From an optimization exercise on the open Yosys and OpenROAD flow, aimed at small area, a short achievable clock period and few clock cycles per item; shortcuts taken in it are not production practice. The RTL was checked by simulation tests, not by an equivalence proof against the original design. The clock port is modelled as an ideal driver; clocking choices that lean on that would not hold on a real chip.

<file path="design/flow/config.mk">
export PLATFORM = sky130hd
export DESIGN_NAME = aes_round_engine
export DESIGN_NICKNAME = aes_round_engine
export VERILOG_FILES = /design/flow/design.v
export SDC_FILE = /design/flow/constraint.sdc
export NUM_CORES = 4
export LEC_CHECK = 0
export CAP_MARGIN = 20
export CORE_MARGIN = 2
export CORE_UTILIZATION = 50
export CTS_BUF_LIST = sky130_fd_sc_hd__clkbuf_4 sky130_fd_sc_hd__clkbuf_8
export CTS_CLUSTER_DIAMETER = 100
export CTS_CLUSTER_SIZE = 18
export GPL_ROUTABILITY_DRIVEN = 1
export PLACE_DENSITY = 0.62
export SLEW_MARGIN = 20
</file>
<file path="design/flow/constraint.sdc">
create_clock -name core_clock -period 7.5 [get_ports {clk}]
set_input_delay 1.5000 -clock core_clock [delete_from_list [all_inputs] [get_ports {clk}]]
set_output_delay 1.5000 -clock core_clock [all_outputs]
set_load 0.01 [all_outputs]
</file>
<file path="design/flow/design.v">
module aes_sbox (
  input  logic [7:0] a,
  output logic [7:0] w
);
  logic U0, U1, U2, U3, U4, U5, U6, U7;
  assign {U0, U1, U2, U3, U4, U5, U6, U7} = a;
  logic T1, T2, T3, T4, T5, T6, T7, T8, T9, T10, T11, T12, T13, T14;
  logic T15, T16, T17, T18, T19, T20, T21, T22, T23, T24, T25, T26, T27;
  assign T1  = U0 ^ U3;   assign T2  = U0 ^ U5;   assign T3  = U0 ^ U6;
  assign T4  = U3 ^ U5;   assign T5  = U4 ^ U6;   assign T6  = T1 ^ T5;
  assign T7  = U1 ^ U2;   assign T8  = U7 ^ T6;   assign T9  = U7 ^ T7;
  assign T10 = T6 ^ T7;   assign T11 = U1 ^ U5;   assign T12 = U2 ^ U5;
  assign T13 = T3 ^ T4;   assign T14 = T6 ^ T11;  assign T15 = T5 ^ T11;
  assign T16 = T5 ^ T12;  assign T17 = T9 ^ T16;  assign T18 = U3 ^ U7;
  assign T19 = T7 ^ T18;  assign T20 = T1 ^ T19;  assign T21 = U6 ^ U7;
  assign T22 = T7 ^ T21;  assign T23 = T2 ^ T22;  assign T24 = T2 ^ T10;
  assign T25 = T20 ^ T17; assign T26 = T3 ^ T16;  assign T27 = T1 ^ T12;
  logic M1, M2, M3, M4, M5, M6, M7, M8, M9, M10, M11, M12, M13, M14, M15;
  logic M16, M17, M18, M19, M20, M21, M22, M23, M24, M25, M26, M27, M28;
  logic M29, M30, M31, M32, M33, M34, M35, M36, M37, M38, M39, M40, M41;
  logic M42, M43, M44, M45, M46, M47, M48, M49, M50, M51, M52, M53, M54;
  logic M55, M56, M57, M58, M59, M60, M61, M62, M63;
  assign M1  = T13 & T6;  assign M2  = T23 & T8;  assign M3  = T14 ^ M1;
  assign M4  = T19 & U7;  assign M5  = M4 ^ M1;   assign M6  = T3 & T16;
  assign M7  = T22 & T9;  assign M8  = T26 ^ M6;  assign M9  = T20 & T17;
  assign M10 = M9 ^ M6;   assign M11 = T1 & T15;  assign M12 = T4 & T27;
  assign M13 = M12 ^ M11; assign M14 = T2 & T10;  assign M15 = M14 ^ M11;
  assign M16 = M3 ^ M2;   assign M17 = M5 ^ T24;  assign M18 = M8 ^ M7;
  assign M19 = M10 ^ M15; assign M20 = M16 ^ M13; assign M21 = M17 ^ M15;
  assign M22 = M18 ^ M13; assign M23 = M19 ^ T25; assign M24 = M22 ^ M23;
  assign M25 = M22 & M20; assign M26 = M21 ^ M25; assign M27 = M20 ^ M21;
  assign M28 = M23 ^ M25; assign M29 = M28 & M27; assign M30 = M26 & M24;
  assign M31 = M20 & M23; assign M32 = M27 & M31; assign M33 = M27 ^ M25;
  assign M34 = M21 & M22; assign M35 = M24 & M34; assign M36 = M24 ^ M25;
  assign M37 = M21 ^ M29; assign M38 = M32 ^ M33; assign M39 = M23 ^ M30;
  assign M40 = M35 ^ M36; assign M41 = M38 ^ M40; assign M42 = M37 ^ M39;
  assign M43 = M37 ^ M38; assign M44 = M39 ^ M40; assign M45 = M42 ^ M41;
  assign M46 = M44 & T6;  assign M47 = M40 & T8;  assign M48 = M39 & U7;
  assign M49 = M43 & T16; assign M50 = M38 & T9;  assign M51 = M37 & T17;
  assign M52 = M42 & T15; assign M53 = M45 & T27; assign M54 = M41 & T10;
  assign M55 = M44 & T13; assign M56 = M40 & T23; assign M57 = M39 & T19;
  assign M58 = M43 & T3;  assign M59 = M38 & T22; assign M60 = M37 & T20;
  assign M61 = M42 & T1;  assign M62 = M45 & T4;  assign M63 = M41 & T2;
  assign w[0] = M46 ^ M48 ^ M49 ^ M51;
  assign w[1] = M58 ^ M59 ^ M61 ^ M62;
  assign w[2] = M50 ^ M51 ^ M53 ^ M54;
  assign w[3] = M56 ^ M57 ^ M59 ^ M60;
  assign w[4] = M49 ^ M50 ^ M52 ^ M53;
  assign w[5] = M58 ^ M60 ^ M61 ^ M63;
  assign w[6] = M46 ^ M47 ^ M49 ^ M50;
  assign w[7] = M55 ^ M56 ^ M61 ^ M62;
endmodule
module aes_sbox_out (
  input  logic [7:0] w,
  output logic [7:0] s
);
  assign s = {w[4] ^ w[7],
              w[4] ^ w[6] ^ w[7],
              w[0] ^ w[2] ^ w[4] ^ w[5],
              w[6] ^ w[7],
              w[0] ^ w[6] ^ w[7],
              w[0] ^ w[1] ^ w[2] ^ w[3],
              w[1] ^ w[2],
              w[0] ^ w[1]} ^ 8'h63;
endmodule
module aes_col_round (
  input  logic [31:0] a_i,
  input  logic        mc_i,
  output logic [31:0] col_o
);
  function automatic logic [7:0] xtime(input logic [7:0] b);
    xtime = {b[6:0], 1'b0} ^ (b[7] ? 8'h1b : 8'h00);
  endfunction
  logic [7:0] a0, a1, a2, a3, p0, p1, p2, p3, t;
  assign {a0, a1, a2, a3} = a_i;
  assign p0 = a0 ^ a1;
  assign p1 = a1 ^ a2;
  assign p2 = a2 ^ a3;
  assign p3 = a3 ^ a0;
  assign t  = p0 ^ p2;
  assign col_o = {a0 ^ ({8{mc_i}} & (t ^ xtime(p0))),
                  a1 ^ ({8{mc_i}} & (t ^ xtime(p1))),
                  a2 ^ ({8{mc_i}} & (t ^ xtime(p2))),
                  a3 ^ ({8{mc_i}} & (t ^ xtime(p3)))};
endmodule
module aes_round_engine (
  input  logic         clk,
  input  logic         reset,
  input  logic         in_valid,
  output logic         in_ready,
  input  logic [127:0] in_data,
  output logic [3:0]   key_rnd,
  input  logic [127:0] key_in,
  output logic         out_valid,
  output logic [127:0] out_data,
  input  logic         out_ready,
  output logic         busy
);
  logic [127:0] a_q, b_q;
  logic         av_q, ad_q;   
  logic [3:0]   ar_q;         
  logic         bv_q;         
  logic [3:0]   br_q;         
  logic         blast_q;      
  logic [127:0] sb, so, sr, mc, nxt;
  logic         stall, accept;
  for (genvar i = 0; i < 16; i++) begin : g_sb
    aes_sbox u_sb (.a(a_q[127 - 8 * i -: 8]), .w(sb[127 - 8 * i -: 8]));
    aes_sbox_out u_so (.w(b_q[127 - 8 * i -: 8]), .s(so[127 - 8 * i -: 8]));
  end
  for (genvar c = 0; c < 4; c++) begin : g_col
    for (genvar r = 0; r < 4; r++) begin : g_row
      assign sr[127 - 32 * c - 8 * r -: 8] = so[127 - 32 * ((c + r) % 4) - 8 * r -: 8];
    end
    aes_col_round u_mc (
      .a_i   (sr[127 - 32 * c -: 32]),
      .mc_i  (!blast_q),
      .col_o (mc[127 - 32 * c -: 32])
    );
  end
  assign stall    = ad_q && !out_ready;
  assign in_ready = !bv_q && !stall;
  assign accept   = in_valid && in_ready;
  assign nxt = (stall ? 128'd0 : key_in) ^ (stall ? a_q : bv_q ? mc : in_data);
  always_ff @(posedge clk) begin
    a_q <= nxt;
  end
  always_ff @(posedge clk) begin
    if (!stall) b_q <= sb;
  end
  always_ff @(posedge clk or negedge reset) begin
    if (!reset) begin
      av_q    <= 1'b0;
      ad_q    <= 1'b0;
      ar_q    <= 4'd0;
      bv_q    <= 1'b0;
      br_q    <= 4'd0;
      blast_q <= 1'b0;
    end else if (!stall) begin
      bv_q    <= av_q && !ad_q;
      br_q    <= ar_q;
      blast_q <= (ar_q == 4'd10);
      av_q    <= bv_q || accept;
      ad_q    <= bv_q && blast_q;
      ar_q    <= bv_q ? br_q + 4'd1 : 4'd1;
    end
  end
  assign busy      = av_q || bv_q;
  assign out_valid = ad_q;
  assign out_data  = a_q;
  assign key_rnd   = bv_q ? br_q : 4'd0;
endmodule
</file>
<file path="design/flow/flow/run.sh">
#!/bin/bash
# The standard layout (standard.sh) with three changes:
#  - Yosys's technology mapping runs ABC with flow/abc_xor.script (keeps the
#    XOR-rich S-box and MixColumns logic as XOR/XNOR cells) instead of ORFS's
#    abc_speed.script; everything else, registers included, is the standard
#    synthesis (synth_recipe.tcl);
#  - port buffers are sky130_fd_sc_hd__buf_1 rather than the
#    clkdlybuf4s50_1 that buffer_ports picks by default;
#  - after CTS, flow/skew.tcl delays the clock of the b_q registers (useful
#    skew between the two pipeline stages; b_q has no input or output paths)
#    and repairs the out_ready -> in_ready path (see skew.tcl).
# Each tool's output is in orfs/logs/ as usual; make's output is in
# flow_make.log.
set -euo pipefail
HERE=$(pwd)
cat > my_synth.tcl <<TCL
proc abc {args} {
  set i [lsearch -exact \$args -script]
  if {\$i >= 0} { set args [lreplace \$args \$i [expr {\$i + 1}] -script $HERE/flow/abc_xor.script] }
  yosys abc {*}\$args
}
source $HERE/synth_recipe.tcl
TCL
bash standard.sh SYNTH_SCRIPT=$HERE/my_synth.tcl \
  "BUFFER_PORTS_ARGS=-buffer_cell sky130_fd_sc_hd__buf_1" \
  "POST_CTS_TCL=$HERE/flow/skew.tcl" \
  "SKEW_CELLS=sky130_fd_sc_hd__clkdlybuf4s15_1 sky130_fd_sc_hd__clkbuf_8" \
  FEEDTHROUGH_MAX_DELAY=3.2 SKEW_REPAIR_MARGIN=4.1 \
  finish > flow_make.log 2>&1
</file>
<file path="design/flow/flow/abc_xor.script">
strash
&get -n
&fraig -x
&put
scorr
dc2
strash
&get -n
&dch -f
&nf -p {D}
&put
buffer -c
topo
stime -c
upsize -c
dnsize -c
</file>
<file path="design/flow/flow/skew.tcl">
# Useful skew for the two-stage ring: after CTS, the clock of every b_q
# flip-flop (end of the long stage a_q -> b_q, start of the short stage
# b_q -> a_q) is taken from its leaf clock net through a chain of
# SKEW_CELLS, one chain per leaf net. No register on an input or output path
# is moved: b_q only feeds a_q.
set block [ord::get_db_block]
set db [ord::get_db]
set cells $::env(SKEW_CELLS)
set groups [dict create]
foreach inst [$block getInsts] {
  if {[string match {b_q\\\[*}  [$inst getName]]} {
    set it [$inst findITerm CLK]
    dict lappend groups [[$it getNet] getName] $it
  }
}
set k 0
dict for {netname its} $groups {
  set net [$block findNet $netname]
  set sx 0; set sy 0
  foreach it $its {
    set bb [[$it getInst] getBBox]
    incr sx [expr {([$bb xMin] + [$bb xMax]) / 2}]
    incr sy [expr {([$bb yMin] + [$bb yMax]) / 2}]
  }
  set cx [expr {$sx / [llength $its]}]
  set cy [expr {$sy / [llength $its]}]
  set drv $net
  set j 0
  foreach c $cells {
    set master [$db findMaster $c]
    set buf [odb::dbInst_create $block $master "skew_buf_${k}_$j"]
    set nn [odb::dbNet_create $block "skew_net_${k}_$j"]
    $nn setSigType CLOCK
    [$buf findITerm A] connect $drv
    [$buf findITerm X] connect $nn
    $buf setLocation $cx $cy
    $buf setPlacementStatus PLACED
    set drv $nn
    incr j
  }
  foreach it $its {
    $it disconnect
    $it connect $drv
  }
  incr k
}
puts "skew: [dict size $groups] b_q clock groups, chain $cells"
detailed_placement
estimate_parasitics -placement

if {[info exists ::env(FEEDTHROUGH_MAX_DELAY)]} {
  set_max_delay $::env(FEEDTHROUGH_MAX_DELAY) -from [get_ports out_ready] -to [get_ports in_ready]
  report_checks -to [get_ports in_ready] -format end
  repair_timing -setup -setup_margin 0 -skip_last_gasp -verbose
  report_checks -to [get_ports in_ready] -format end
  unset_path_exceptions -from [get_ports out_ready] -to [get_ports in_ready]
  detailed_placement
  estimate_parasitics -placement
}
# Optional timing repair with the skew in place (placement parasitics).
if {[info exists ::env(SKEW_REPAIR_MARGIN)]} {
  repair_timing -setup -setup_margin $::env(SKEW_REPAIR_MARGIN) -skip_last_gasp -verbose
  detailed_placement
  estimate_parasitics -placement
}
check_placement -verbose
report_checks -path_delay max -group_path_count 5 -format end
report_checks -path_delay min -group_path_count 5 -format end
</file>
<file path="design/flow/standard.sh">
#!/bin/bash
# synth_recipe.tcl (not shown) runs the flow's synth.tcl, then flattens the netlist and writes it again
# the make line also repeats each setting of config.mk as NAME=value (left out here)
make -C /OpenROAD-flow-scripts/flow DESIGN_CONFIG=/design/flow/config.mk WORK_HOME=/design/flow/orfs CLKGATE_MAP_FILE= SYNTH_SCRIPT=/design/flow/synth_recipe.tcl "${@:-finish}"
</file>
==> metrics.yaml, run 1 <==
global_routing:
  grt_pass1_vias: 23500
  antenna_found_initial: 1
  grt_max_degree: 153
  grt_pass1_wl_mm: 132
  grtUsageTotal_pct: 26.5
  grt_overflow: 0
logic_synthesis:
  synthFlopType: "edfxtp_1"
  netlist.area_leader.share_pct: 32.6
  yosys.area.top_type: "xnor2_1"
  ys_seq_area_share_pct: 22.2
  yosys-top-cells-count: "xnor2_1 (1,122), xor2_1 (467), nor2_1 (449)"
  netlist_area_mm2: 0.0301
  avgSynthCellArea_um2: 8.33
  synth_seq_cells: 268
  synth_cell_types: 57
  yosysMostFrequentCell: "xnor2_1"
  syn_inst: 3619
  synth_nets: 3912
  synth_warnings: 2
  synth-edff-count: 128
  netlist_top_cells_area: "xnor2_1 (33%), xor2_1 (14%), edfxtp_1 (13%)"
  async_reset_ff_share_pct: 4.48
floorplan:
  core_mm2: 0.0600
  rows: 90
  num_io_pins: 395
  fp.dieW_um: 250
  die_h_um: 250
  start_util_pct: 50.2
  die_area_mm2: 0.0623
drt:
  first_pass_iters: 5
  antenna_left: 0
  drc: 0
  avgRoutedWirePerCell_um: 17.8
  routed_via_density: 5.14
  routed_wl_mm: 84.8
  drt-initial-drc-count: 1678
  num_vias: 24500
cts:
  clock-sinks: 268
  cts_tree: "done"
  clkSlewWorstSetupHoldPaths_ns: 0.09
  clk_latency_ns: 0.99
placement:
  dpl.cell_count: 4674
  port_buffers: 394
  hpwl_mm: 65.8
  dp_slack_ns: 3.48
  place.gp.congestion: 0.951
hold_path:
  whs_path_depth: 3
  hold_class: "reg -> reg"
worst_setup_path:
  end_kind: "flop"
  worstPathArrival_ns: 4.06
  cp-start-kind: "flop"
  critical_path_class: "reg -> reg"
  reg2reg_slack_ns: 3.93
  crit_required_ns: 7.98
  reg2regPathDepth: 10
  path_max_fanout: 6
sta:
  final.min_clock_period_ns: 3.57
  finalMaxSlewViolations: 0
  finClkSkew_ns: 0.402
  finalCritPeriodShare_pct: 47.7
  worstMarginPinSlew_ns: 1.15
  setup_violations: 0
  final_hold_viol_count: 0
  slew_headroom_pct: 23.6
  rsz0062_at_grt: "false"
  tns_ns: 0
  setup_ws_ns: 3.93
  max_freq_mhz: 280
final_layout:
  syn_to_final_growth_pct: 13.7
  fin_cells: 4761
  drive_gt1_share_pct: 7.42
  nets: 4255
job:
  drv_cap: 0
outcome:
  outcome: "finished clean"
==> state kept, by name (all words and copies together) (netlist names) <==
name	cells
a_q	128
b_q	128
ar_q	4
br_q	4
ad_q	1
av_q	1
blast_q	1
bv_q	1
==> area by class of cell, without the clock buffers <==
class,instances,area (um2)
sequential,268,6740
inverter,11,48.8
timing repair buffer,413,1700
fill,5540,25700
clock inverter,11,120
multi-input combinational,3212,23900
tap,782,978
buffer,34,404
antenna,1,2.50
==> critical path: stages, from the launching register on <==
cell and delay (ns):
edfxtp_1 0.55, xor2_2 0.47, xnor2_1 0.24, xnor2_1 0.41, xor2_2 0.32, a21oi_1 0.10
o21ai_0 0.17, xor2_1 0.24, a21oi_1 0.11, xnor2_1 0.34, o21ai_0 0.14
==> per-stage QoR <==
step | hold slack (ns) | area, um2 | utilization (%)
floorplan | 0.450 | 30100 | -
global placement | 0.468 | 32100 | 53.6
detailed placement | 0.471 | 32100 | 53.6
global route | 0.497 | 34300 | 57.1
finish | 0.435 | 34300 | 57.1
==> placed cells by master, fill, tap and decap left out, types with 14 or more instances in the layout <==
| cell type | synthesis | layout |
|---|---|---|
| xnor2_1 | 1122 | 1051 |
| nor2_1 | 449 | 449 |
| xor2_1 | 467 | 413 |
| buf_1 | 7 | 392 |
| a21oi_1 | 339 | 339 |
| nand2_1 | 319 | 319 |
| o21ai_0 | 164 | 164 |
| edfxtp_1 | 128 | 128 |
| dfxtp_1 | 128 | 104 |
| xnor2_2 | 21 | 89 |
| xor2_2 | 6 | 54 |
| nor2b_1 | 58 | 54 |
| clkbuf_8 | 0 | 41 |
| nand2b_1 | 34 | 34 |
| ha_1 | 33 | 33 |
| xnor3_1 | 35 | 31 |
| dfxtp_2 | 0 | 24 |
| and2_1 | 17 | 17 |
| clkdlybuf4s15_1 | 0 | 17 |
| o22a_1 | 16 | 16 |
| nor4_1 | 16 | 16 |
| nor3_1 | 14 | 14 |
==> per-layer routing <==
| metal | GRT usage, % | vias up | share of wire (%) |
|---|---|---|---|
| met5 | 0 | - | 0 |
| met4 | 5.47 | 0 | 1.8 |
| met1 | 36.3 | 11400 | 46 |
| met3 | 2.57 | 81 | 4.7 |
| li1 | - | 12400 | - |
| met2 | 45.5 | 589 | 48 |
==> final timing paths <==
path                       startpoint      end
hold / removal                a_q[40]  b_q[40]
hold reg to reg               a_q[40]  b_q[40]
min in group asynchronous       reset  ar_q[3]
setup / recovery             b_q[119]   a_q[6]
setup reg to reg             b_q[119]   a_q[6]
max in group asynchronous       reset     bv_q
==> cells by family after synthesis <==
kind of cell / share of synthesized area [%]
buffers and inverters: 1.92
muxes: 0.0374
DFF: 22.2
adders and majority gates: 1.37
AOI/OAI and AO/OA: 9.96
xor gates and xnor gates: 51.0
and+or+nand+nor: 13.4
Testbench counts, summed over its fixed seeds: cycles 5,664, items 512.
==> inputs of run 2 (changes only) <==
==> design/flow/flow/abc_xor.script (replaced) <==
strash
&get -n
&fraig -x
&put
scorr
dc2
dretime
strash
&get -n
&dch -f
&nf
&put
==> run 2 against run 1 <==
  * First-iteration DRC count fell by 15%
  * Utilization rose by 1.8 points
  * Largest cell class unchanged
  * Sequential share of layout area fell by 0.14 points
  * Design area rose by 0.89%
  * Critical endpoint is now a_q[107]
  * Register-to-register slack improved by 0.06 ns
==> metrics.yaml, run 2 <==
sta:
  worstMarginPinSlew_ns: 1.06  # was 1.15 ns
  max_freq_mhz: 285  # was 280 MHz
  final_hold_viol_count: 0  # unchanged
  tns_ns: 0  # unchanged
  fin_hold_ws_ns: 0.417  # was 0.435 ns
  finClkSkew_ns: 0.415  # was 0.402 ns
  setup_violations: 0  # unchanged
  final.min_clock_period_ns: 3.51  # was 3.57 ns
  slew_headroom_pct: 29.5  # was 23.6%
  rsz0062_at_grt: "false"  # unchanged
  finalCritPeriodShare_pct: 46.8  # was 47.7%
  finalMaxSlewViolations: 0  # unchanged
logic_synthesis:
  netlist.area_leader.share_pct: 34.7  # was 32.6%
  yosysMostFrequentCell: "xnor2_1"  # unchanged
  synth-edff-count: 128  # unchanged
  syn_inst: 3533  # was 3,619
  netlist_top_cells_area: "xnor2_1 (35%), xor2_1 (14%), edfxtp_1 (13%)"  # was xnor2_1 (33%), xor2_1 (14%), edfxtp_1 (13%)
  synth_nets: 3826  # was 3,912
  ys_seq_area_share_pct: 22.7  # was 22.2%
  synth_warnings: 2  # unchanged
  synth_cell_types: 37  # was 57
  yosys-top-cells-count: "xnor2_1 (1,170), nor2_1 (482), xor2_1 (461)"  # was xnor2_1 (1,122), xor2_1 (467), nor2_1 (449)
  synthFlopType: "edfxtp_1"  # unchanged
  avgSynthCellArea_um2: 8.36  # was 8.33 um2
  yosys.area.top_type: "xnor2_1"  # unchanged
  netlist_area_mm2: 0.0295  # was 0.0301 mm2
  async_reset_ff_share_pct: 4.48  # unchanged
  synth_seq_cells: 268  # unchanged
drt:
  drt-initial-drc-count: 1424  # was 1,678
  routed_wl_mm: 82.8  # was 84.8 mm
  antenna_left: 0  # unchanged
  routed_via_density: 5.13  # was 5.14
  drc: 0  # unchanged
  first_pass_iters: 5  # unchanged
  num_vias: 24600  # was 24.5k
  avgRoutedWirePerCell_um: 17.3  # was 17.8 um
final_layout:
  final_cell_mix: "xnor2_1 (1,078), nor2_1 (480), xor2_1 (394), buf_1 (392), a21oi_1 (333)"  # was xnor2_1 (1,051), nor2_1 (449), xor2_1 (413), buf_1 (392), a21oi_1 (339)
  layout_commonest_cell: "xnor2_1"  # unchanged
  register_area_mm2: 0.00676  # was 0.00674 mm2
  drive_gt1_share_pct: 7.49  # was 7.42%
  multi_input_area_mm2: 0.0242  # was 0.0239 mm2
  largestRegisters: "a_q x128, b_q x128"  # unchanged
  n_fill_cell: 5478  # was 5,540
  nets: 4296  # was 4,255
  syn_to_final_growth_pct: 17.1  # was 13.7%
cts:
  clock-sinks: 268  # unchanged
  cts_tree: "done"  # unchanged
  clkSlewWorstSetupHoldPaths_ns: 0.11  # was 0.09 ns
  clk_latency_ns: 0.97  # was 0.99 ns
placement:
  hpwl_mm: 64.1  # was 65.8 mm
  place.gp.congestion: 0.934  # was 0.951
  port_buffers: 394  # unchanged
global_routing:
  antenna_found_initial: 2  # was 1
  grt_pass1_vias: 23700  # was 23.5k
  grt_max_degree: 219  # was 153
  grt_overflow: 0  # unchanged
  grtUsageTotal_pct: 26.5  # about the same
  grt_pass1_wl_mm: 129  # was 132 mm
job:
  drv_cap: 0  # unchanged
worst_setup_path:
  critical_path_class: "reg -> reg"  # unchanged
  max_stage_delay_ns: 0.55  # about the same
  crit_slowest_cell: "edfxtp_1"  # unchanged
  worstPathArrival_ns: 3.96  # was 4.06 ns
  crit_family: "XOR/XNOR gates"  # unchanged
  cp-start-kind: "flop"  # unchanged
  path_max_fanout: 4  # was 6
  path_cells: "xnor2_4 -> xor2_2 -> xor2_2 -> xor2_1 -> o21ai_0 -> xnor2_1 -> a21oi_1 -> xnor2_2 -> a21oi_1"  # was xor2_2 -> xnor2_1 -> xnor2_1 -> xor2_2 -> a21oi_1 -> o21ai_0 -> xor2_1 -> a21oi_1 -> xnor2_1 -> o21ai_0
  crit_required_ns: 7.95  # was 7.98 ns
  cp_num_buf_inv: 0  # unchanged
  end_kind: "flop"  # unchanged
floorplan:
  rows: 89  # was 90
  die_area_mm2: 0.0610  # was 0.0623 mm2
  num_io_pins: 395  # unchanged
  fp.dieW_um: 247  # was 250 um
  core_mm2: 0.0587  # was 0.0600 mm2
  start_util_pct: 50.3  # was 50.2%
  die_h_um: 247  # was 250 um
hold_path:
  hold_class: "reg -> reg"  # unchanged
outcome:
  outcome: "finished clean"  # unchanged
[run 2: cell count changes after synthesis, sizes merged, moves of 12 or more]
cell	previous run	this run
nand3	6	26
nand2b	35	18
clkbuf	86	0
nor2b	59	35
and2	18	30
clkinv	0	25
nor4	16	0
nor2	454	482
o22a	16	0
nand2	319	331
xnor2	1143	1170
xor2	473	461
buf	42	0
[run 2: stage by stage]
| stage | util, % | std cells | setup slack [ns] | cell area (um2) |
|---|---|---|---|---|
| after floorplan | - | 3533 | 1.11 | 29500 |
| after global placement | 54.6 | 4707 | 3.32 | 32100 |
| after detailed placement | 54.6 | 4707 | 3.32 | 32100 |
| after global routing | 58.9 | 4793 | 3.72 | 34600 |
| final | 58.9 | 4793 | 3.99 | 34600 |
[run 2: metal layers]
layer,vias up,track usage (%),wire length [um]
li1,12500,-,-
met1,11400,35.6,37100
met2,575,46.4,40500
met3,83,2.46,3790
met4,2,5.23,1340
met5,-,0,13
[run 2: kinds of logic (layout without fill, tap and decap cells)]
group / Yosys count / in the layout / share of synthesized area [%]
buffers and inverters: 25 / 511 / 0.318
other: 0 / 1 / 0
flip-flops: 268 / 268 / 22.7
XOR/XNOR: 1676 / 1676 / 51.8
AND/OR/NAND/NOR: 968 / 968 / 13.6
multiplexers: 1 / 1 / 0.0381
AO/OA/AOI/OAI: 562 / 562 / 10.1
adder cells (fa/ha/maj): 33 / 33 / 1.40
[run 2: final cells by class, without the clock buffers]
| class | count | area share (%) |
|---|---|---|
| timing repair buffer | 412 | 4.90 |
| tap | 773 | 2.80 |
| buffer | 34 | 1.17 |
| sequential | 268 | 19.5 |
| antenna | 1 | 0.00723 |
| clock inverter | 9 | 0.246 |
| multi-input combinational | 3240 | 69.9 |
| inverter | 25 | 0.307 |
[run 2: final timing paths]
check / from / to / slack, ns / cells past startpoint
hold / removal: a_q[72] / b_q[72] / 0.42 / 3
hold reg to reg: a_q[72] / b_q[72] / 0.42 / 3
setup reg to reg: b_q[7] / a_q[107] / 3.99 / 9
min in group asynchronous: reset / bv_q / 0.90 / 1
max in group asynchronous: reset / blast_q / 6.07 / 1
setup / recovery: b_q[7] / a_q[107] / 3.99 / 9
[run 2: tightest hold or removal path: cells and delay by family, from the launching register on]
kind	cells	cell delay [ns]
flops	1	0.38
xor+xnor	2	0.19
simple gates	1	0.09
==> inputs of run 3 (changes only) <==
==> design/flow/flow/abc_xor.script (replaced) <==
strash
&get -n
&fraig -x
&put
scorr
dc2
dretime
strash
&get -n
&dch -f
&nf {D}
&put
buffer -c
topo
stime -c
upsize -c
dnsize -c
==> run 3 against run 2 <==
  * Still clean
  * Hold slack improved by 0.036 ns
  * Global-route usage fell by 0.64 points
  * Sequential share of layout area rose by 0.13 points
  * Synthesized cell count rose by 3.7%
  * Die area rose by 2.4%
  * Utilization fell by 1.9 points
  * Sequential cell count did not move
  * Wire length rose by 0.54%
  * Maximum frequency rose by 0.33%
  * Critical path type is now in -> out
  * Largest cell class unchanged
  * Highest routed layer unchanged
==> metrics.yaml, run 3 <==
outcome:
  outcome: "finished clean"  # unchanged
hold_path:
  min_from: "a_q[72]"  # unchanged
  whs_path_depth: 3  # unchanged
  hold_end: "b_q[72]"  # unchanged
  hold_class: "reg -> reg"  # unchanged
worst_setup_path:
  path_max_fanout: 2  # was 4
  startpoint: "out_ready"  # was b_q[7]
  critical_path_class: "in -> out"  # was reg -> reg
  reg2regPathDepth: 9  # unchanged
  reg2reg_slack_ns: 4.01  # was 3.99 ns
  cp-start-kind: "input port"  # was flop
  r2r-start: "b_q[79]"  # was b_q[7]
  crit_required_ns: 6.00  # was 7.95 ns
  end_kind: "primary output"  # was flop
  reg2reg_to: "a_q[19]"  # was a_q[107]
  worstPathArrival_ns: 2.00  # was 3.96 ns
global_routing:
  antenna_found_initial: 3  # was 2
  grt_overflow: 0  # unchanged
  grt_pass1_vias: 23700  # about the same
  grt_max_degree: 156  # was 219
  grt_pass1_wl_mm: 130  # was 129 mm
  grtUsageTotal_pct: 25.9  # was 26.5%
logic_synthesis:
  avgSynthCellArea_um2: 8.26  # was 8.36 um2
  netlist_area_mm2: 0.0303  # was 0.0295 mm2
  synth-edff-count: 128  # unchanged
  synth_seq_cells: 268  # unchanged
  synth_cell_types: 58  # was 37
  synth_warnings: 2  # unchanged
  yosys.area.top_type: "xnor2_1"  # unchanged
  syn_inst: 3663  # was 3,533
  ys_seq_area_share_pct: 22.2  # was 22.7%
  yosysMostFrequentCell: "xnor2_1"  # unchanged
  synthFlopType: "edfxtp_1"  # unchanged
  yosys-top-cells-count: "xnor2_1 (1,161), nor2_1 (475), xor2_1 (455)"  # was xnor2_1 (1,170), nor2_1 (482), xor2_1 (461)
  async_reset_ff_share_pct: 4.48  # unchanged
  netlist_top_cells_area: "xnor2_1 (34%), xor2_1 (13%), edfxtp_1 (13%)"  # was xnor2_1 (35%), xor2_1 (14%), edfxtp_1 (13%)
  netlist.area_leader.share_pct: 33.6  # was 34.7%
  synth_nets: 3956  # was 3,826
placement:
  place.gp.congestion: 0.932  # was 0.934
  hpwl_mm: 64.9  # was 64.1 mm
  port_buffers: 394  # unchanged
floorplan:
  start_util_pct: 50.3  # about the same
  fp.dieW_um: 250  # was 247 um
  core_mm2: 0.0601  # was 0.0587 mm2
  rows: 90  # was 89
  num_io_pins: 395  # unchanged
  die_h_um: 250  # was 247 um
  die_area_mm2: 0.0625  # was 0.0610 mm2
drt:
  routed_via_density: 5.11  # was 5.13
  routed_wl_mm: 83.2  # was 82.8 mm
  drt-initial-drc-count: 1650  # was 1,424
  antenna_left: 0  # unchanged
  num_vias: 24600  # about the same
  first_pass_iters: 5  # unchanged
  drc: 0  # unchanged
  avgRoutedWirePerCell_um: 17.3  # about the same
sta:
  final.min_clock_period_ns: 3.50  # was 3.51 ns
  fin_hold_ws_ns: 0.453  # was 0.417 ns
  slew_headroom_pct: 24.9  # was 29.5%
  finalMaxSlewViolations: 0  # unchanged
  finClkSkew_ns: 0.405  # was 0.415 ns
  finalCritPeriodShare_pct: 46.7  # was 46.8%
  worstMarginPinSlew_ns: 1.13  # was 1.06 ns
  max_freq_mhz: 286  # was 285 MHz
  tns_ns: 0  # unchanged
  setup_violations: 0  # unchanged
  final_hold_viol_count: 0  # unchanged
  rsz0062_at_grt: "false"  # unchanged
final_layout:
  drive_gt1_share_pct: 6.64  # was 7.49%
  largestRegisters: "a_q x128, b_q x128"  # unchanged
  final_cell_mix: "xnor2_1 (1,100), nor2_1 (472), xor2_1 (412), buf_1 (392), a21oi_1 (333)"  # was xnor2_1 (1,078), nor2_1 (480), xor2_1 (394), buf_1 (392), a21oi_1 (333)
  nets: 4299  # was 4,296
  layout_commonest_cell: "xnor2_1"  # unchanged
  n_fill_cell: 5689  # was 5,478
  syn_to_final_growth_pct: 13.4  # was 17.1%
cts:
  cts_tree: "done"  # unchanged
  clkSlewWorstSetupHoldPaths_ns: 0.08  # was 0.11 ns
  clk_latency_ns: 0.97  # about the same
  clock-sinks: 268  # unchanged
job:
  drv_cap: 0  # unchanged
run 3: cell types whose count changed after synthesis, moves of 8 or more:
cell / before / now
and2_1: 0 / 30
and2_0: 30 / 0
buf_1: 0 / 8
clkbuf_1: 0 / 99
xnor2_1: 1170 / 1161
inv_1: 0 / 24
xnor2_2: 0 / 9
buf_2: 0 / 20
clkinv_1: 25 / 0
run 3: logic make-up after synthesis:
family                     synth area share (%)
AOI/OAI and AO/OA                          9.94
muxes                                    0.0372
xor gates and xnor gates                   51.0
buffers and inverters                      2.05
adders and majority gates                  1.36
DFF                                        22.2
and+or+nand+nor                            13.4
run 3: area by class of cell, without the clock buffers:
type	count	area, um2	area share (%)
Timing Repair Buffer	416	1710	4.97
Tap cell	782	978	2.85
Antenna cell	1	2.50	0.00729
Clock inverter	8	104	0.303
Buffer	34	404	1.18
Multi-Input combinational cell	3240	23900	69.7
Inverter	25	101	0.295
Sequential cell	268	6750	19.7
run 3: worst max-delay path by stage:
stage | endpoint | slack (ns)
global placement | b_q[65] | 3.50
floorplan | b_q[0] | 1.20
global route | b_q[97] | 3.76
finish | in_ready | 4.00
detailed placement | b_q[71] | 3.30
run 3: critical path, cell delays in order:
cell,delay (ns)
buf_6,0.10
nor2b_4,0.14
buf_12,0.11
nor2_4,0.03
buf_6,0.13
run 3: metrics by stage:
step                util [%]  std cells  cell area (um2)  worst slack [ns]
detailed placement      53.7       4717            32300              3.30
floorplan                  -       3663            30300              1.20
global placement        53.7       4717            32300              3.50
finish                  57.1       4803            34300              4.00
global route            57.1       4803            34300              3.76
run 3: layer usage:
| layer | track usage (%) | vias to the layer above | wire length [um] |
|---|---|---|---|
| met1 | 35.0 | 11400 | 37800 |
| met5 | 0 | - | 13 |
| met2 | 43.9 | 546 | 39600 |
| met4 | 7.46 | 2 | 2200 |
| met3 | 2.46 | 102 | 3560 |
| li1 | - | 12500 | - |
==> inputs of run 4 (changes only) <==
--- a/design/flow/config.mk
+++ b/design/flow/config.mk
@@ -7,10 +7,10 @@
 export LEC_CHECK = 0
 export CAP_MARGIN = 20
 export CORE_MARGIN = 2
-export CORE_UTILIZATION = 50
+export CORE_UTILIZATION = 44
 export CTS_BUF_LIST = sky130_fd_sc_hd__clkbuf_4 sky130_fd_sc_hd__clkbuf_8
 export CTS_CLUSTER_DIAMETER = 100
 export CTS_CLUSTER_SIZE = 18
 export GPL_ROUTABILITY_DRIVEN = 1
-export PLACE_DENSITY = 0.62
+export PLACE_DENSITY = 0.55
 export SLEW_MARGIN = 20
==> run 4 against run 3 <==
  * Sequential share of layout area fell by 0.14 points
  * Hold slack got worse by 0.033 ns
  * Wire length increased by 4.6%
  * Worst setup slack improved by 0.0027 ns
  * Global-route usage fell by 2.0 points
  * Synthesized cell count is the same
  * Critical path depth unchanged
  * Clock skew is 0.015 ns higher
  * Utilization shrank 6.5 points
  * Maximum frequency about the same
  * Still clean on timing, DRC and antenna
  * Highest routed layer is now met4
==> metrics.yaml, run 4 <==
sta:
  slew_headroom_pct: 30.2  # was 24.9%
  finClkSkew_ns: 0.420  # was 0.405 ns
  tns_ns: 0  # unchanged
  worstMarginPinSlew_ns: 1.05  # was 1.13 ns
  finalCritPeriodShare_pct: 46.6  # was 46.7%
  final_hold_viol_count: 0  # unchanged
  fin_hold_ws_ns: 0.421  # was 0.453 ns
  setup_ws_ns: 4.00  # about the same
  rsz0062_at_grt: "false"  # unchanged
  max_freq_mhz: 286  # about the same
  final.min_clock_period_ns: 3.50  # about the same
  setup_violations: 0  # unchanged
  finalMaxSlewViolations: 0  # unchanged
global_routing:
  antenna_found_initial: 3  # unchanged
  grt_pass1_wl_mm: 134  # was 130 mm
  grt_pass1_vias: 23700  # about the same
  grtUsageTotal_pct: 23.9  # was 25.9%
  grt_overflow: 0  # unchanged
  grt_max_degree: 189  # was 156
worst_setup_path:
  path_max_fanout: 2  # unchanged
  critical_path_class: "in -> out"  # unchanged
  cp-start-kind: "input port"  # unchanged
  crit_required_ns: 6.00  # about the same
  crit_slowest_cell: "buf_2"  # was nor2b_4
  reg2reg_slack_ns: 4.01  # about the same
  worstPathArrival_ns: 2.00  # about the same
  reg2regPathDepth: 14  # was 9
  r2r-start: "a_q[106]"  # was b_q[79]
  end_kind: "primary output"  # unchanged
  max_stage_delay_ns: 0.14  # about the same
  reg2reg_to: "b_q[108]"  # was a_q[19]
  path_cells: "buf_6 -> nor2b_4 -> buf_12 -> nor2_1 -> buf_2"  # was buf_6 -> nor2b_4 -> buf_12 -> nor2_4 -> buf_6
logic_synthesis:
  yosys-top-cells-count: "xnor2_1 (1,161), nor2_1 (475), xor2_1 (455)"  # unchanged
  synth_warnings: 2  # unchanged
  netlist.area_leader.share_pct: 33.6  # unchanged
  ys_seq_area_share_pct: 22.2  # unchanged
  async_reset_ff_share_pct: 4.48  # unchanged
  synth_seq_cells: 268  # unchanged
  synth-edff-count: 128  # unchanged
  yosys.area.top_type: "xnor2_1"  # unchanged
  syn_inst: 3663  # unchanged
  synth_nets: 3956  # unchanged
  synth_cell_types: 58  # unchanged
  avgSynthCellArea_um2: 8.26  # unchanged
  netlist_area_mm2: 0.0303  # unchanged
  yosysMostFrequentCell: "xnor2_1"  # unchanged
  netlist_top_cells_area: "xnor2_1 (34%), xor2_1 (13%), edfxtp_1 (13%)"  # unchanged
  synthFlopType: "edfxtp_1"  # unchanged
hold_path:
  min_from: "a_q[56]"  # was a_q[72]
  whs_path_depth: 3  # unchanged
  hold_class: "reg -> reg"  # unchanged
  hold_end: "b_q[56]"  # was b_q[72]
cts:
  clock-sinks: 268  # unchanged
  clkSlewWorstSetupHoldPaths_ns: 0.08  # about the same
  clk_latency_ns: 1.00  # was 0.97 ns
  cts_tree: "done"  # unchanged
floorplan:
  start_util_pct: 44.3  # was 50.3%
  die_area_mm2: 0.0709  # was 0.0625 mm2
  die_h_um: 266  # was 250 um
  core_mm2: 0.0683  # was 0.0601 mm2
  rows: 96  # was 90
  num_io_pins: 395  # unchanged
  fp.dieW_um: 266  # was 250 um
placement:
  dp_slack_ns: 3.40  # was 3.30 ns
  port_buffers: 394  # unchanged
  hpwl_mm: 68.0  # was 64.9 mm
  dpl.cell_count: 4816  # was 4,717
  place.gp.congestion: 0.923  # was 0.932
final_layout:
  register_area_mm2: 0.00674  # was 0.00675 mm2
  fin_cells: 4905  # was 4,803
  syn_to_final_growth_pct: 14.2  # was 13.4%
  largestRegisters: "a_q x128, b_q x128"  # unchanged
  final_cell_mix: "xnor2_1 (1,088), nor2_1 (473), xor2_1 (409), buf_1 (392), a21oi_1 (333)"  # was xnor2_1 (1,100), nor2_1 (472), xor2_1 (412), buf_1 (392), a21oi_1 (333)
  layout_commonest_cell: "xnor2_1"  # unchanged
  nets: 4298  # was 4,299
  fin_util_pct: 50.5  # was 57.1%
  drive_gt1_share_pct: 6.84  # was 6.64%
  n_fill_cell: 6680  # was 5,689
  multi_input_area_mm2: 0.0240  # was 0.0239 mm2
drt:
  drc: 0  # unchanged
  routed_via_density: 4.99  # was 5.11
  routed_wl_mm: 87.0  # was 83.2 mm
  drt-initial-drc-count: 1379  # was 1,650
  first_pass_iters: 5  # unchanged
  num_vias: 24500  # was 24.6k
  antenna_left: 0  # unchanged
  avgRoutedWirePerCell_um: 17.7  # was 17.3 um
outcome:
  outcome: "finished clean"  # unchanged
job:
  drv_cap: 0  # unchanged
## run 4: cell counts after synthesis
Identical to the previous run, type by type.
## run 4: metal layers
layer,vias up,track usage (%),routed length (um)
met5,-,0,0
met2,449,40.3,40900
met3,78,2.42,3520
li1,12500,-,-
met4,0,5.74,1960
met1,11400,32.9,40600
## run 4: layout make-up, without the clock buffers
type | count | share of cell area (%)
inverter | 25 | 0.293
antenna | 3 | 0.0217
buffer | 34 | 1.17
multi-input combinational | 3240 | 69.5
tap | 882 | 3.19
sequential | 268 | 19.5
clock inverter | 11 | 0.351
timing repair buffer | 414 | 4.91
## run 4: worst max path at each step
stage          startpoint        to  slack [ns]  cells after the start
2_1_floorplan   out_ready    b_q[0]        1.20                      5
5_1_grt           a_q[98]   b_q[98]        3.66                     14
3_3_place_gp      a_q[46]   b_q[44]        3.47                     13
6_report        out_ready  in_ready        4.00                      5
3_5_place_dp      a_q[71]   b_q[65]        3.40                     13
## run 4: cells by family (layout without fill, tap and decap cells)
group | count (synthesis) | after routing | share of synthesized area (%)
and+or+nand+nor | 968 | 968 | 13.4
DFF | 268 | 268 | 22.2
xor gates and xnor gates | 1676 | 1676 | 51.0
muxes | 1 | 1 | 0.0372
other | 0 | 3 | 0
buffers and inverters | 155 | 512 | 2.05
adders and majority gates | 33 | 33 | 1.36
AOI/OAI and AO/OA | 562 | 562 | 9.94
## run 4: worst max-delay path: cells and delay by family
family / cells / cell delay [ns]
buf+inv: 3 / 0.35
simple gates: 2 / 0.16
## run 4: metrics by stage
stage,area (um2)
6_report,34500
5_1_grt,34500
3_5_place_dp,32400
3_3_place_gp,32400
2_1_floorplan,30300
==> inputs of run 5 (changes only) <==
--- a/design/flow/config.mk
+++ b/design/flow/config.mk
@@ -7,10 +7,10 @@
 export LEC_CHECK = 0
 export CAP_MARGIN = 20
 export CORE_MARGIN = 2
-export CORE_UTILIZATION = 44
+export CORE_UTILIZATION = 56
 export CTS_BUF_LIST = sky130_fd_sc_hd__clkbuf_4 sky130_fd_sc_hd__clkbuf_8
-export CTS_CLUSTER_DIAMETER = 100
-export CTS_CLUSTER_SIZE = 18
+export CTS_CLUSTER_DIAMETER = 90
+export CTS_CLUSTER_SIZE = 16
 export GPL_ROUTABILITY_DRIVEN = 1
-export PLACE_DENSITY = 0.55
+export PLACE_DENSITY = 0.66
 export SLEW_MARGIN = 20
==> run 5 against run 4 <==
  * Register-to-register slack got worse by 0.06 ns
  * Largest cell class unchanged
  * Design area decreased by 0.85%
  * Maximum frequency decreased by 1.5%
  * Global-route usage increased by 4.8 points
  * Final cell count decreased by 3.6%
  * Die area decreased by 21%
==> metrics.yaml, run 5 <==
final_layout:
  final_cell_mix: "xnor2_1 (1,097), nor2_1 (473), xor2_1 (421), buf_1 (392), a21oi_1 (333)"  # was xnor2_1 (1,088), nor2_1 (473), xor2_1 (409), buf_1 (392), a21oi_1 (333)
  fin_cells: 4727  # was 4,905
  drive_gt1_share_pct: 6.48  # was 6.84%
  layout_commonest_cell: "xnor2_1"  # unchanged
  largestRegisters: "a_q x128, b_q x128"  # unchanged
  fin_util_pct: 63.9  # was 50.5%
  syn_to_final_growth_pct: 13.2  # was 14.2%
  nets: 4304  # was 4,298
sta:
  max_freq_mhz: 282  # was 286 MHz
  final_hold_viol_count: 0  # unchanged
  finClkSkew_ns: 0.409  # was 0.420 ns
  finalMaxSlewViolations: 0  # unchanged
  worstMarginPinSlew_ns: 0.838  # was 1.05 ns
  tns_ns: 0  # unchanged
  rsz0062_at_grt: "false"  # unchanged
  slew_headroom_pct: 44.2  # was 30.2%
  final.min_clock_period_ns: 3.55  # was 3.50 ns
  finalCritPeriodShare_pct: 47.3  # was 46.6%
  setup_violations: 0  # unchanged
  setup_ws_ns: 3.95  # was 4.00 ns
logic_synthesis:
  synth_cell_types: 58  # unchanged
  synth_seq_cells: 268  # unchanged
  ys_seq_area_share_pct: 22.2  # unchanged
  netlist_top_cells_area: "xnor2_1 (34%), xor2_1 (13%), edfxtp_1 (13%)"  # unchanged
  syn_inst: 3663  # unchanged
  synthFlopType: "edfxtp_1"  # unchanged
  async_reset_ff_share_pct: 4.48  # unchanged
  yosysMostFrequentCell: "xnor2_1"  # unchanged
  yosys-top-cells-count: "xnor2_1 (1,161), nor2_1 (475), xor2_1 (455)"  # unchanged
  synth-edff-count: 128  # unchanged
  yosys.area.top_type: "xnor2_1"  # unchanged
  netlist.area_leader.share_pct: 33.6  # unchanged
  netlist_area_mm2: 0.0303  # unchanged
  avgSynthCellArea_um2: 8.26  # unchanged
  synth_nets: 3956  # unchanged
  synth_warnings: 2  # unchanged
cts:
  clock-sinks: 268  # unchanged
  clk_latency_ns: 1.00  # about the same
  clkSlewWorstSetupHoldPaths_ns: 0.09  # was 0.08 ns
  cts_tree: "done"  # unchanged
drt:
  drt-initial-drc-count: 1536  # was 1,379
  num_vias: 24700  # was 24.5k
  routed_wl_mm: 81.8  # was 87.0 mm
  routed_via_density: 5.23  # was 4.99
  first_pass_iters: 6  # was 5
  antenna_left: 0  # unchanged
  drc: 0  # unchanged
  avgRoutedWirePerCell_um: 17.3  # was 17.7 um
worst_setup_path:
  worstPathArrival_ns: 4.02  # was 2.00 ns
  reg2reg_slack_ns: 3.95  # was 4.01 ns
  critical_path_class: "reg -> reg"  # was in -> out
  startpoint: "b_q[111]"  # was out_ready
  endpoint: "a_q[44]"  # was in_ready
  cp-start-kind: "flop"  # was input port
  reg2reg_to: "a_q[44]"  # was b_q[108]
  crit_required_ns: 7.96  # was 6.00 ns
  r2r-start: "b_q[111]"  # was a_q[106]
  end_kind: "flop"  # was primary output
  reg2regPathDepth: 10  # was 14
  path_max_fanout: 4  # was 2
placement:
  hpwl_mm: 63.2  # was 68.0 mm
  dp_slack_ns: 3.36  # was 3.40 ns
  place.gp.congestion: 0.939  # was 0.923
  port_buffers: 394  # unchanged
  dpl.cell_count: 4630  # was 4,816
floorplan:
  start_util_pct: 56.5  # was 44.3%
  die_h_um: 236  # was 266 um
  num_io_pins: 395  # unchanged
  fp.dieW_um: 236  # was 266 um
  rows: 85  # was 96
  core_mm2: 0.0536  # was 0.0683 mm2
  die_area_mm2: 0.0559  # was 0.0709 mm2
hold_path:
  hold_class: "reg -> reg"  # unchanged
job:
  drv_cap: 0  # unchanged
outcome:
  outcome: "finished clean"  # unchanged
global_routing:
  grt_pass1_wl_mm: 129  # was 134 mm
  grtUsageTotal_pct: 28.7  # was 23.9%
  grt_overflow: 0  # unchanged
  antenna_found_initial: 1  # was 3
  grt_pass1_vias: 23900  # was 23.7k
  grt_max_degree: 166  # was 189
-- run 5: cell counts after synthesis --
No cell type changed its count.
-- run 5: kinds of logic (layout without fill, tap and decap cells) --
kind of cell | Yosys count | after routing | share of synthesized area, %
buffers and inverters | 155 | 522 | 2.05
AOI/OAI and AO/OA | 562 | 562 | 9.94
DFF | 268 | 268 | 22.2
xor gates and xnor gates | 1676 | 1676 | 51.0
muxes | 1 | 1 | 0.0372
and+or+nand+nor | 968 | 968 | 13.4
other | 0 | 1 | 0
adders and majority gates | 33 | 33 | 1.36
-- run 5: worst min-delay path by stage --
| stage | slack [ns] | end | depth (start not counted) | start |
|---|---|---|---|---|
| 2_1_floorplan | 0.45 | ar_q[3] | 2 | ar_q[3] |
| 3_3_place_gp | 0.48 | ar_q[3] | 2 | ar_q[3] |
| 3_5_place_dp | 0.48 | ar_q[3] | 2 | ar_q[3] |
| 5_1_grt | 0.52 | bv_q | 1 | ad_q |
| 6_report | 0.46 | b_q[40] | 3 | a_q[40] |
-- run 5: critical path, stage by stage (launching register included) --
cell      delay (ns)
edfxtp_1        0.53
xnor2_2         0.42
xor2_1          0.44
xnor2_1         0.23
xor2_1          0.20
a21oi_1         0.17
o21ai_0         0.13
xnor2_1         0.30
a21oi_1         0.16
xnor2_1         0.36
a21oi_1         0.12
-- run 5: final cells by class, without the clock buffers --
class	count	area, um2
inverters	25	101
clock inverters	12	163
flip-flops and latches	268	6740
well taps	696	871
diodes	1	2.50
multi-input cells	3240	23800
plain buffers	38	452
repair buffers	413	1690
fillers	4806	19300
-- run 5: metal layers --
layer,global-route usage [%],wire [um],vias to the layer above,part of all wire [%]
met3,3.30,3880,129,4.7
met4,9.26,2780,0,3.4
met1,38.9,36700,11500,45
li1,-,-,12500,-
met5,0,0,-,0
met2,47.8,38500,578,47
-- run 5: stage by stage --
stage,hold slack (ns),area [um2]
floorplan,0.450,30300
global placement,0.478,32200
detailed placement,0.478,32200
global route,0.517,34300
finish,0.458,34300
==> inputs of run 6 (changes only) <==
--- a/design/flow/flow/run.sh
+++ b/design/flow/flow/run.sh
@@ -7,8 +7,10 @@
 #  - port buffers are sky130_fd_sc_hd__buf_1 rather than the
 #    clkdlybuf4s50_1 that buffer_ports picks by default;
 #  - after CTS, flow/skew.tcl delays the clock of the b_q registers (useful
-#    skew between the two pipeline stages; b_q has no input or output paths)
-#    and repairs the out_ready -> in_ready path (see skew.tcl).
+#    skew between the two pipeline stages: b_q feeds only a_q, and its only
+#    path from an input port, out_ready to its enable, is far from critical),
+#    repairs the out_ready -> in_ready path, and runs a timing repair with the
+#    skew in place (see skew.tcl).
 # Each tool's output is in orfs/logs/ as usual; make's output is in
 # flow_make.log.
 set -euo pipefail
--- a/design/flow/flow/skew.tcl
+++ b/design/flow/flow/skew.tcl
@@ -1,8 +1,9 @@
 # Useful skew for the two-stage ring: after CTS, the clock of every b_q
 # flip-flop (end of the long stage a_q -> b_q, start of the short stage
 # b_q -> a_q) is taken from its leaf clock net through a chain of
-# SKEW_CELLS, one chain per leaf net. No register on an input or output path
-# is moved: b_q only feeds a_q.
+# SKEW_CELLS, one chain per leaf net. b_q only feeds a_q; its only path from
+# an input port (out_ready to its enable) is far from critical, and no
+# register that launches an output path is moved.
 set block [ord::get_db_block]
 set db [ord::get_db]
 set cells $::env(SKEW_CELLS)
--- a/design/flow/config.mk
+++ b/design/flow/config.mk
@@ -7,10 +7,10 @@
 export LEC_CHECK = 0
 export CAP_MARGIN = 20
 export CORE_MARGIN = 2
-export CORE_UTILIZATION = 56
+export CORE_UTILIZATION = 50
 export CTS_BUF_LIST = sky130_fd_sc_hd__clkbuf_4 sky130_fd_sc_hd__clkbuf_8
-export CTS_CLUSTER_DIAMETER = 90
-export CTS_CLUSTER_SIZE = 16
+export CTS_CLUSTER_DIAMETER = 100
+export CTS_CLUSTER_SIZE = 18
 export GPL_ROUTABILITY_DRIVEN = 1
-export PLACE_DENSITY = 0.66
+export PLACE_DENSITY = 0.62
 export SLEW_MARGIN = 20
==> run 6 against run 5 <==
  * Still clean
  * Maximum frequency rose by 1.5%
  * First-iteration DRC count is 7.4% higher
  * Via count is 0.60% lower
  * Die area grew 12%
  * Hold slack got worse by 0.0048 ns
  * Clock skew down 0.0046 ns
  * Largest cell class unchanged
==> metrics.yaml, run 6 <==
sta:
  final.min_clock_period_ns: 3.50  # was 3.55 ns
  finalMaxSlewViolations: 0  # unchanged
  rsz0062_at_grt: "false"  # unchanged
  tns_ns: 0  # unchanged
  setup_violations: 0  # unchanged
  final_hold_viol_count: 0  # unchanged
  worstMarginPinSlew_ns: 1.13  # was 0.838 ns
  max_freq_mhz: 286  # was 282 MHz
  finalCritPeriodShare_pct: 46.7  # was 47.3%
  finClkSkew_ns: 0.405  # was 0.409 ns
  slew_headroom_pct: 24.9  # was 44.2%
hold_path:
  hold_class: "reg -> reg"  # unchanged
logic_synthesis:
  netlist_area_mm2: 0.0303  # unchanged
  ys_seq_area_share_pct: 22.2  # unchanged
  avgSynthCellArea_um2: 8.26  # unchanged
  synth_warnings: 2  # unchanged
  synth_cell_types: 58  # unchanged
  netlist.area_leader.share_pct: 33.6  # unchanged
  netlist_top_cells_area: "xnor2_1 (34%), xor2_1 (13%), edfxtp_1 (13%)"  # unchanged
  async_reset_ff_share_pct: 4.48  # unchanged
  synth_seq_cells: 268  # unchanged
  synth-edff-count: 128  # unchanged
  yosys.area.top_type: "xnor2_1"  # unchanged
  yosys-top-cells-count: "xnor2_1 (1,161), nor2_1 (475), xor2_1 (455)"  # unchanged
  synthFlopType: "edfxtp_1"  # unchanged
  yosysMostFrequentCell: "xnor2_1"  # unchanged
  syn_inst: 3663  # unchanged
  synth_nets: 3956  # unchanged
worst_setup_path:
  cp-start-kind: "input port"  # was flop
  path_common_cell: "buf_6"
  end_kind: "primary output"  # was flop
  critical_path_class: "in -> out"  # was reg -> reg
  max_stage_delay_ns: 0.14  # was 0.53 ns
  cp_num_buf_inv: 3  # was 0
  crit_required_ns: 6.00  # was 7.96 ns
  crit_family: "buffers and inverters"  # was XOR/XNOR gates
  worstPathArrival_ns: 2.00  # was 4.02 ns
  path_max_fanout: 2  # was 4
  crit_slowest_cell: "nor2b_4"  # was edfxtp_1
  path_cells: "buf_6 -> nor2b_4 -> buf_12 -> nor2_4 -> buf_6"  # was xnor2_2 -> xor2_1 -> xnor2_1 -> xor2_1 -> a21oi_1 -> o21ai_0 -> xnor2_1 -> a21oi_1 -> xnor2_1 -> a21oi_1
drt:
  routed_wl_mm: 83.2  # was 81.8 mm
  num_vias: 24600  # was 24.7k
  drc: 0  # unchanged
  avgRoutedWirePerCell_um: 17.3  # about the same
  antenna_left: 0  # unchanged
  drt-initial-drc-count: 1650  # was 1,536
  first_pass_iters: 5  # was 6
  routed_via_density: 5.11  # was 5.23
floorplan:
  start_util_pct: 50.3  # was 56.5%
  fp.dieW_um: 250  # was 236 um
  num_io_pins: 395  # unchanged
  core_mm2: 0.0601  # was 0.0536 mm2
  rows: 90  # was 85
  die_h_um: 250  # was 236 um
  die_area_mm2: 0.0625  # was 0.0559 mm2
final_layout:
  syn_to_final_growth_pct: 13.4  # was 13.2%
  nets: 4299  # was 4,304
  final_cell_mix: "xnor2_1 (1,100), nor2_1 (472), xor2_1 (412), buf_1 (392), a21oi_1 (333)"  # was xnor2_1 (1,097), nor2_1 (473), xor2_1 (421), buf_1 (392), a21oi_1 (333)
  n_fill_cell: 5689  # was 4,806
  multi_input_area_mm2: 0.0239  # was 0.0238 mm2
  largestRegisters: "a_q x128, b_q x128"  # unchanged
  register_area_mm2: 0.00675  # was 0.00674 mm2
  drive_gt1_share_pct: 6.64  # was 6.48%
  fin_cells: 4803  # was 4,727
  layout_commonest_cell: "xnor2_1"  # unchanged
cts:
  clk_latency_ns: 0.97  # was 1.00 ns
  clock-sinks: 268  # unchanged
  clkSlewWorstSetupHoldPaths_ns: 0.08  # was 0.09 ns
  cts_tree: "done"  # unchanged
global_routing:
  grtUsageTotal_pct: 25.9  # was 28.7%
  grt_max_degree: 156  # was 166
  antenna_found_initial: 3  # was 1
  grt_overflow: 0  # unchanged
  grt_pass1_vias: 23700  # was 23.9k
  grt_pass1_wl_mm: 130  # was 129 mm
outcome:
  outcome: "finished clean"  # unchanged
placement:
  place.gp.congestion: 0.932  # was 0.939
  hpwl_mm: 64.9  # was 63.2 mm
  port_buffers: 394  # unchanged
  dpl.cell_count: 4717  # was 4,630
job:
  drv_cap: 0  # unchanged
[run 6: changes by cell type in the layout (fill, tap and decap cells not counted), sizes merged]
cell           change
clkbuf             -7
clkdlybuf4s15      -2
inv                -3
bufinv             -1
buf                +3
[run 6: final timing paths]
path                           start        to  slack, ns  cells past startpoint
max reg2reg                  b_q[79]   a_q[19]       4.01                      9
max in group asynchronous      reset   blast_q       6.12                      1
min reg2reg                  a_q[72]   b_q[72]       0.45                      3
max                        out_ready  in_ready       4.00                      5
min                          a_q[72]   b_q[72]       0.45                      3
min in group asynchronous      reset   br_q[2]       0.90                      1
[run 6: layer usage]
metal | GRT usage, % | up-vias | wire length, um
met5 | 0 | - | 13
met4 | 7.46 | 2 | 2200
met3 | 2.46 | 102 | 3560
met2 | 43.9 | 546 | 39600
met1 | 35.0 | 11400 | 37800
li1 | - | 12500 | -
[run 6: final cells by class, without the clock buffers]
type,instances,share of cell area (%)
plain buffers,34,1.18
diodes,1,0.00729
repair buffers,416,4.97
well taps,782,2.85
multi-input cells,3240,69.7
clock inverters,8,0.303
flip-flops and latches,268,19.7
inverters,25,0.295
[run 6: worst min-delay path: stages, from the launching register on]
cell     delay, ns
dfxtp_1       0.41
nand2_1       0.11
xor2_1        0.07
xnor2_1       0.15
[run 6: kinds of logic (layout without fill, tap and decap cells)]
group	after synthesis	count (layout)	share of synthesized area, %
multiplexers	1	1	0.0372
buffers and inverters	155	512	2.05
flip-flops	268	268	22.2
XOR/XNOR	1676	1676	51.0
AO/OA/AOI/OAI	562	562	9.94
adder cells (fa/ha/maj)	33	33	1.36
AND/OR/NAND/NOR	968	968	13.4
other	0	1	0
[run 6: per-stage QoR]
| step | hold slack (ns) | area, um2 | setup slack, ns | utilization [%] |
|---|---|---|---|---|
| 2_1_floorplan | 0.450 | 30300 | 1.20 | - |
| 3_3_place_gp | 0.475 | 32300 | 3.50 | 53.7 |
| 3_5_place_dp | 0.477 | 32300 | 3.30 | 53.7 |
| 5_1_grt | 0.501 | 34300 | 3.76 | 57.1 |
| 6_report | 0.453 | 34300 | 4.00 | 57.1 |

separate check: timing with driven ports:
The results above use ideal ports. As a check the final layouts listed here were re-extracted and re-timed, cells and wires unchanged.
Step 1: set_driving_cell puts a clkbuf_16 on clk and a buf_2 on each other input, an assumption about the parent block.
Step 2, shift: input delay + t, output delay - t, t = (earliest + latest rising clock arrival at the registers) / 2. This alone moves slack from input paths to output paths.
a / b / c = no drivers / after step 1 / after step 2; a / b = the first two.
run	t, ns	setup WS [ns]	worst setup path at the end	latest minus earliest clock arrival (ns)	worst data-port slew with drivers (ns)	pins driven straight from the clock port
run 1	0.843	3.925 / 3.925 / 3.259	input to register	0.410 / 0.410	0.08	1
run 2	0.817	3.988 / 3.963 / 3.295	input to register	0.415 / 0.415	0.08	1
run 3	0.830	4.000 / 3.967 / 3.568	input to register	0.406 / 0.406	0.08	1
run 4	0.848	4.003 / 3.970 / 3.604	input to register	0.425 / 0.425	0.12	1
run 5	0.847	3.949 / 3.949 / 3.733	input to register	0.424 / 0.423	0.07	1
run 6	0.830	4.000 / 3.967 / 3.568	input to register	0.406 / 0.406	0.08	1
In every run listed the clock reaches the registers at very different times; t lies between them, and the last value is a rough guide only. The setup slack of run 2, which loses most, moves by -0.025 ns with the drivers and by -0.693 ns with both steps.
